What follows belongs to an exercise in optimizing a design on an open flow for small area and few clock cycles per item; a production flow would make more cautious choices.
Function was checked by simulation only, so behaviour that the tests miss may differ from the original.

**flow/design.v**
```verilog
`timescale 1ns / 1ps
`default_nettype none
package appl_pkg;
  localparam int ENCODER_BITS_DEF   = 14;
  localparam int GAIN_FRAC_BITS_DEF = 16;
  localparam int ENC_W      = 14;   
  localparam int GAIN_W     = 24;
  localparam int LIM_W      = 16;
  localparam int CUR_W      = 16;
  localparam int LIMIT_MAX  = 16384;
  localparam int CFG_IDX_W  = 3;
  localparam int CFG_DATA_W = 24;
  typedef enum logic [CFG_IDX_W-1:0] {
    CFG_PROP_GAIN    = 3'd0,
    CFG_INTEG_GAIN   = 3'd1,
    CFG_DERIV_GAIN   = 3'd2,
    CFG_OUTPUT_LOW   = 3'd3,
    CFG_OUTPUT_HIGH  = 3'd4,
    CFG_TARGET_ANGLE = 3'd5,
    CFG_ZERO_ANGLE   = 3'd6,
    CFG_REVERSE_DIR  = 3'd7
  } cfg_idx_e;
  typedef struct packed {
    logic [ENC_W-1:0] target_angle;
    logic [ENC_W-1:0] zero_angle;
    logic             reverse_dir;
  } angle_cfg_t;
endpackage
`default_nettype wire
`timescale 1ns / 1ps
`default_nettype none
module appl_angle_err #(
  parameter int ENCODER_BITS = appl_pkg::ENCODER_BITS_DEF
) (
  input  appl_pkg::angle_cfg_t             cfg_i,
  input  logic [appl_pkg::ENC_W-1:0]       count_i,
  output logic signed [ENCODER_BITS-2:0]   err_o
);
  localparam int E    = ENCODER_BITS;
  localparam int CW   = (E > appl_pkg::ENC_W) ? E : appl_pkg::ENC_W;
  localparam int TURN = 2 ** E;
  localparam logic signed [E+1:0] HALF_S  = (E+2)'(TURN / 2);
  localparam logic signed [E+1:0] TURN_S  = (E+2)'(TURN);
  localparam logic signed [E+1:0] LIMIT_S = (E+2)'((TURN + 3) / 6);
  logic [CW-1:0]          cnt_w, tgt_w, zero_w;
  logic [E-1:0]           cnt, cnt_dir, rel;
  logic signed [E+1:0]    raw, wrapped, clamped;
  assign cnt_w  = CW'(count_i);
  assign tgt_w  = CW'(cfg_i.target_angle);
  assign zero_w = CW'(cfg_i.zero_angle);
  assign cnt     = cnt_w[E-1:0];
  assign cnt_dir = cfg_i.reverse_dir ? (E'(0) - cnt) : cnt;
  assign rel     = cnt_dir - zero_w[E-1:0];
  assign raw     = $signed({2'b00, tgt_w[E-1:0]}) - $signed({2'b00, rel});
  always_comb begin
    if (raw > HALF_S) begin
      wrapped = raw - TURN_S;
    end else if (raw < -HALF_S) begin
      wrapped = raw + TURN_S;
    end else begin
      wrapped = raw;
    end
    if (wrapped > LIMIT_S) begin
      clamped = LIMIT_S;
    end else if (wrapped < -LIMIT_S) begin
      clamped = -LIMIT_S;
    end else begin
      clamped = wrapped;
    end
  end
  assign err_o = clamped[E-2:0];
endmodule
`default_nettype wire
`timescale 1ns / 1ps
`default_nettype none
module angle_position_pid_loop #(
  parameter int ENCODER_BITS   = appl_pkg::ENCODER_BITS_DEF,
  parameter int GAIN_FRAC_BITS = appl_pkg::GAIN_FRAC_BITS_DEF
) (
  input  logic                                clk_i,
  input  logic                                rst_ni,
  input  logic                                in_valid_i,
  output logic                                in_ready_o,
  input  logic [appl_pkg::ENC_W-1:0]          encoder_count_i,
  output logic                                out_valid_o,
  input  logic                                out_ready_i,
  output logic signed [appl_pkg::CUR_W-1:0]   current_ref_o,
  input  logic                                cfg_we_i,
  input  logic [appl_pkg::CFG_IDX_W-1:0]      cfg_idx_i,
  input  logic [appl_pkg::CFG_DATA_W-1:0]     cfg_data_i
);
  localparam int E   = ENCODER_BITS;
  localparam int F   = GAIN_FRAC_BITS;
  localparam int GW  = appl_pkg::GAIN_W;
  localparam int EW  = E - 1;             
  localparam int DW  = E;                 
  localparam int IW  = F + 16;            
  localparam int PA  = E + 23;
  localparam int PB  = F + 15;
  localparam int SW  = ((PA > PB) ? PA : PB) + 2;   
  localparam int LW  = appl_pkg::LIM_W + 1;          
  logic signed [GW-1:0]  prop_gain_q, integ_gain_q, deriv_gain_q;
  logic signed [appl_pkg::LIM_W-1:0] output_low_q, output_high_q;
  appl_pkg::angle_cfg_t  angle_cfg_q;
  always_ff @(posedge clk_i or negedge rst_ni) begin
    if (!rst_ni) begin
      prop_gain_q   <= '0;
      integ_gain_q  <= '0;
      deriv_gain_q  <= '0;
      output_low_q  <= (appl_pkg::LIM_W)'(-appl_pkg::LIMIT_MAX);
      output_high_q <= (appl_pkg::LIM_W)'(appl_pkg::LIMIT_MAX);
      angle_cfg_q   <= '0;
    end else if (cfg_we_i) begin
      case (cfg_idx_i)
        appl_pkg::CFG_PROP_GAIN:    prop_gain_q   <= cfg_data_i;
        appl_pkg::CFG_INTEG_GAIN:   integ_gain_q  <= cfg_data_i;
        appl_pkg::CFG_DERIV_GAIN:   deriv_gain_q  <= cfg_data_i;
        appl_pkg::CFG_OUTPUT_LOW:   output_low_q  <= cfg_data_i[appl_pkg::LIM_W-1:0];
        appl_pkg::CFG_OUTPUT_HIGH:  output_high_q <= cfg_data_i[appl_pkg::LIM_W-1:0];
        appl_pkg::CFG_TARGET_ANGLE: angle_cfg_q.target_angle <= cfg_data_i[appl_pkg::ENC_W-1:0];
        appl_pkg::CFG_ZERO_ANGLE:   angle_cfg_q.zero_angle   <= cfg_data_i[appl_pkg::ENC_W-1:0];
        appl_pkg::CFG_REVERSE_DIR:  angle_cfg_q.reverse_dir  <= cfg_data_i[0];
        default: ;
      endcase
    end
  end
  localparam logic signed [LW-1:0] LIM_MAX_S = LW'(appl_pkg::LIMIT_MAX);
  logic signed [LW-1:0] low_ext, high_ext, lim_lo, lim_hi;
  assign low_ext  = LW'(output_low_q);
  assign high_ext = LW'(output_high_q);
  always_comb begin
    lim_lo = low_ext;
    if (low_ext > LIM_MAX_S)  lim_lo = LIM_MAX_S;
    if (low_ext < -LIM_MAX_S) lim_lo = -LIM_MAX_S;
    lim_hi = high_ext;
    if (high_ext > LIM_MAX_S)  lim_hi = LIM_MAX_S;
    if (high_ext < -LIM_MAX_S) lim_hi = -LIM_MAX_S;
  end
  logic adv;
  logic v1_q, v2_q, v3_q, v4_q, out_valid_q;
  assign adv        = !out_valid_q || out_ready_i;
  assign in_ready_o = adv;
  always_ff @(posedge clk_i or negedge rst_ni) begin
    if (!rst_ni) begin
      v1_q        <= 1'b0;
      v2_q        <= 1'b0;
      v3_q        <= 1'b0;
      v4_q        <= 1'b0;
      out_valid_q <= 1'b0;
    end else if (adv) begin
      v1_q        <= in_valid_i;
      v2_q        <= v1_q;
      v3_q        <= v2_q;
      v4_q        <= v3_q;
      out_valid_q <= v4_q;
    end
  end
  logic [appl_pkg::ENC_W-1:0] enc_q;
  always_ff @(posedge clk_i) begin
    if (adv) enc_q <= encoder_count_i;
  end
  logic signed [EW-1:0] err_d, err_q;
  appl_angle_err #(
    .ENCODER_BITS(ENCODER_BITS)
  ) u_angle_err (
    .cfg_i   (angle_cfg_q),
    .count_i (enc_q),
    .err_o   (err_d)
  );
  always_ff @(posedge clk_i) begin
    if (adv) err_q <= err_d;
  end
  logic signed [EW-1:0]    prev_q;
  logic signed [DW-1:0]    derr;
  logic signed [GW+EW-1:0] pe_q, ie_q;
  logic signed [GW+DW-1:0] de_q;
  assign derr = DW'(err_q) - DW'(prev_q);
  always_ff @(posedge clk_i) begin
    if (adv) begin
      pe_q <= GW'(prop_gain_q) * (GW+EW)'(err_q);
      ie_q <= (GW+EW)'(integ_gain_q) * (GW+EW)'(err_q);
      de_q <= (GW+DW)'(deriv_gain_q) * (GW+DW)'(derr);
    end
  end
  always_ff @(posedge clk_i or negedge rst_ni) begin
    if (!rst_ni) begin
      prev_q <= '0;
    end else if (adv && v2_q) begin
      prev_q <= err_q;
    end
  end
  logic signed [IW-1:0] integ_q, integ_d;
  logic signed [SW-1:0] integ_sum, int_lo, int_hi, ppd_q;
  assign int_lo    = SW'(lim_lo) <<< F;
  assign int_hi    = SW'(lim_hi) <<< F;
  assign integ_sum = SW'(integ_q) + SW'(ie_q);
  always_comb begin
    if (integ_sum > int_hi) begin
      integ_d = int_hi[IW-1:0];
    end else if (integ_sum < int_lo) begin
      integ_d = int_lo[IW-1:0];
    end else begin
      integ_d = integ_sum[IW-1:0];
    end
  end
  always_ff @(posedge clk_i or negedge rst_ni) begin
    if (!rst_ni) begin
      integ_q <= '0;
    end else if (adv && v3_q) begin
      integ_q <= integ_d;
    end
  end
  always_ff @(posedge clk_i) begin
    if (adv) ppd_q <= SW'(pe_q) + SW'(de_q);
  end
  localparam logic signed [SW-1:0] HALF_LSB = SW'(1) <<< (F - 1);
  logic signed [SW-1:0] total, cur_raw, out_lo, out_hi;
  logic signed [appl_pkg::CUR_W-1:0] cur_d, current_ref_q;
  assign total   = ppd_q + SW'(integ_q) + HALF_LSB;
  assign cur_raw = total >>> F;
  assign out_lo  = SW'(lim_lo);
  assign out_hi  = SW'(lim_hi);
  always_comb begin
    if (cur_raw > out_hi) begin
      cur_d = out_hi[appl_pkg::CUR_W-1:0];
    end else if (cur_raw < out_lo) begin
      cur_d = out_lo[appl_pkg::CUR_W-1:0];
    end else begin
      cur_d = cur_raw[appl_pkg::CUR_W-1:0];
    end
  end
  always_ff @(posedge clk_i) begin
    if (adv) current_ref_q <= cur_d;
  end
  assign out_valid_o   = out_valid_q;
  assign current_ref_o = current_ref_q;
endmodule
`default_nettype wire
```
**flow/run.sh**
```bash
#!/bin/bash
# synth_recipe.tcl (not shown) runs the flow's synth.tcl, then flattens the netlist and writes it again
# the make line also repeats each setting of config.mk as NAME=value (left out here)
make -C /OpenROAD-flow-scripts/flow DESIGN_CONFIG=/design/flow/config.mk WORK_HOME=/design/flow/orfs CLKGATE_MAP_FILE= SYNTH_SCRIPT=/design/flow/synth_recipe.tcl finish
```
**flow/config.mk**
```make
export PLATFORM = sky130hd
export DESIGN_NAME = angle_position_pid_loop
export DESIGN_NICKNAME = angle_position_pid_loop
export VERILOG_FILES = /design/flow/design.v
export SDC_FILE = /design/flow/constraint.sdc
export NUM_CORES = 4
export LEC_CHECK = 0
export CAP_MARGIN = 20
export CORE_MARGIN = 2
export CORE_UTILIZATION = 40
export SLEW_MARGIN = 20
```
**flow/constraint.sdc**
```tcl
create_clock -name core_clock -period 10.5 [get_ports {clk_i}]
set_input_delay 2.1000 -clock core_clock [delete_from_list [all_inputs] [get_ports {clk_i}]]
set_output_delay 2.1000 -clock core_clock [all_outputs]
set_load 0.01 [all_outputs]
```
==> run notes <==
-- placed cells by master (no fill, tap or decap), types with 15 or more instances in the layout --
cell type	instances
edfxtp_1	194
nor3_1	42
xnor2_1	179
mux2_2	148
nor2b_1	55
and2_1	329
nor2_1	181
ha_1	542
nand2_1	695
a21oi_1	201
fa_1	886
o21a_1	41
dfrtp_1	180
a21o_1	122
inv_1	933
a211oi_1	15
and3_1	25
clkdlybuf4s50_1	61
xor2_1	54
nand3_1	42
a31oi_1	23
o211ai_1	19
clkbuf_16	51
o21bai_1	24
nand2b_1	73
nand4_1	30
mux2i_1	51
buf_4	46
or2_2	20
o21ai_0	121
-- per-layer routing --
metal	global-route usage [%]	vias up
met4	7.185	2
met1	30.13	20090
met5	0	-
met3	2.750	214
met2	36.81	1144
li1	-	18170
-- state kept, by name (all words and copies together), names as in the netlist --
name and count:
ppd_q 39, de_q 38, ie_q 37, pe_q 37
integ_q 32, angle_cfg_q 29, deriv_gain_q 24, integ_gain_q 24
prop_gain_q 24, current_ref_q 16, output_high_q 16, output_low_q 16
enc_q 14, err_q 13, prev_q 13, out_valid_q 1
v1_q 1, v2_q 1, v3_q 1, v4_q 1
-- logic make-up after synthesis --
group	share of synthesized area, %
compound gates	8.536
xor+xnor	3.766
fa+ha+maj	43.93
buf+inv	7.700
flops	18.65
mux	3.900
simple gates	13.53
-- worst paths after layout --
path,to,slack [ps],depth (start not counted)
max,de_q[37]$_DFFE_PN_,990,32
min,out_valid_q$_DFFE_PN0N_,440,2
max reg2reg,de_q[37]$_DFFE_PN_,990,32
min reg2reg,out_valid_q$_DFFE_PN0N_,440,2
max in group asynchronous,angle_cfg_q[10]$_DFFE_PN0P_,7510,2
min in group asynchronous,deriv_gain_q[14]$_DFFE_PN0P_,1550,1
-- layout make-up --
| type | count | area [um^2] |
|---|---|---|
| sequential | 377 | 10410 |
| multi-input combinational | 4148 | 41230 |
| clock buffer | 66 | 1373 |
| inverter | 933 | 3502 |
| tap | 1876 | 2347 |
| fill | 13300 | 78800 |
| clock inverter | 29 | 359.1 |
| antenna | 8 | 20.02 |
| timing repair buffer | 109 | 974.7 |
-- worst max-delay path: cells and delay by family, from the launching register on --
family                     cells  cell delay [ps]
DFF                            1              380
adders and majority gates      8             3540
AOI/OAI and AO/OA             16             3950
buffers and inverters          4              890
and+or+nand+nor                3              390
xor gates and xnor gates       1               90
==> results.ini <==
[timing]
slew_headroom_pct=19.17
fin_crit_ps=9510
period_share_pct=90.57
worst_slew_pin_slew_ps=1209
hold_ws_ps=442.9
rsz0062_at_grt=false
fmax_ghz=0.1052
drv_slew=0
final_hold_viol_count=0
setup_slack_ps=990.1
tns_ps=0
setup_violations=0
timing.clock.skew_ps=37.94

[die]
die_area_um2=142600
placementRows=137
fp.dieW_um=377.6
die_h_um=377.6
boundaryPins=64
initial_core_util_pct=40.15
coreArea_um2=139000

[worst_hold_path]
hold_path.startpoint=v4_q$_DFFE_PN0N_
hp-class=flop to flop

[logic_synthesis]
synth_top_area_share_pct=31.78
synth_area_leaders=fa_1 (32%), ha_1 (12%), edfxtp_1 (10%)
syn-cell-area_um2=55820
yosys.area.top_type=fa_1
yosys_warnings=2
syn-num-nets=7137
synth_commonest_cells=inv_1 (933), fa_1 (886), nand2_1 (695)
ys_async_sr_fraction_pct=48.54
ys_seq_elements=377
synthCells=5663
synthMostInstantiatedCell=inv_1
syn_area_per_cell_um2=9.857
ys_seq_area_share_pct=18.65
yosys.cell_types.count=90
synth_ff_type=edfxtp_1
synth_edf_count=194

[clock_tree]
htree_levels=2
cts_buffers=51
insertion_delay_ps=660
hold_buffers=0
path_clk_slew_ps=60
postCtsSetupRepairBufs=0
cts_max_path_buffers=3
clock-sinks=377
cts_root_buf=clkbuf_16
cts_tree=done
cts.repair.resized=0

[drt]
ant_nets=0
wl_per_cell_um=20.33
dr.pass1.iters=5
drt_wl_total_mm=153.4
topRoutingLayerUsed=met5
drtIter0Drc=2555
drc=0
wl_met3_mm=9.366
vias=39620
dr_wl_met2_mm=72.01
met1_length_mm=66.88
routed_via_density=5.250

[layout]
fin_util_pct=43.31
syn2layout_area_growth_pct=7.875
drive_gt1_share_pct=6.005
final_cells=7546
nets=7094
final_area_um2=60210

[global_route]
first_global_vias=42400
grt_antenna_before_repair=12
grt_max_degree=76
grt_pass1_wl_mm=244.2
track_usage_pct=22.20
grt-ovfl-total=0

[place]
dp_cells=7443
place.gp.congestion=0.9089
dp_slack_ps=1061
hpwlAfterDp_mm=120.8
io_buffers=63
place_area_um2=58460

[setup_path]
critPathSlowestCell=a2111oi_0
crit_arrival_ps=9870
r2r_start=err_q[1]$_SDFFCE_PP1N_
startpoint_type=flop
startpoint=err_q[1]$_SDFFCE_PP1N_
crit_fanout=50
worst_setup_path_end_kind=flop
worstSetupPathType=flop to flop
cp_data_required_time_ps=10860
cp_common_cell=fa_1
cpPeakStageDelay_ps=600

[status]
outcome=no timing/DRC/antenna violations

[job]
maxCapViolCount=0

Testbench counts, summed over its fixed seeds: cycles 14,640, items 14,400.

## afterwards: timing with drivers on the ports
The flow's constraints put no driver on any port. The routed layout listed below was extracted and timed again, unchanged, in two steps.
Step 1: set_driving_cell puts a clkbuf_16 on clk_i and a buf_2 on each other input, an assumption about the parent block.
Step 2 times the ports against the registers' clock, not the clock port: input delays grow and output delays shrink by t, the midpoint of the rising clock arrivals with the driver on.
a / b / c = no drivers / after step 1 / after step 2; a / b = the first two.
shift t [ns]: 0.714
setup slack, ns: 0.990 / 0.990 / 0.990
hold WS [ns]: 0.443 / 0.443 / 0.443
clock arrival spread, ns: 0.043 / 0.044
worst slew at a driven data input, ns: 0.08
After both steps setup and hold are still met in this run. For this run, drivers alone change the setup slack by 0.000 ns; drivers and shift together by 0.000 ns.
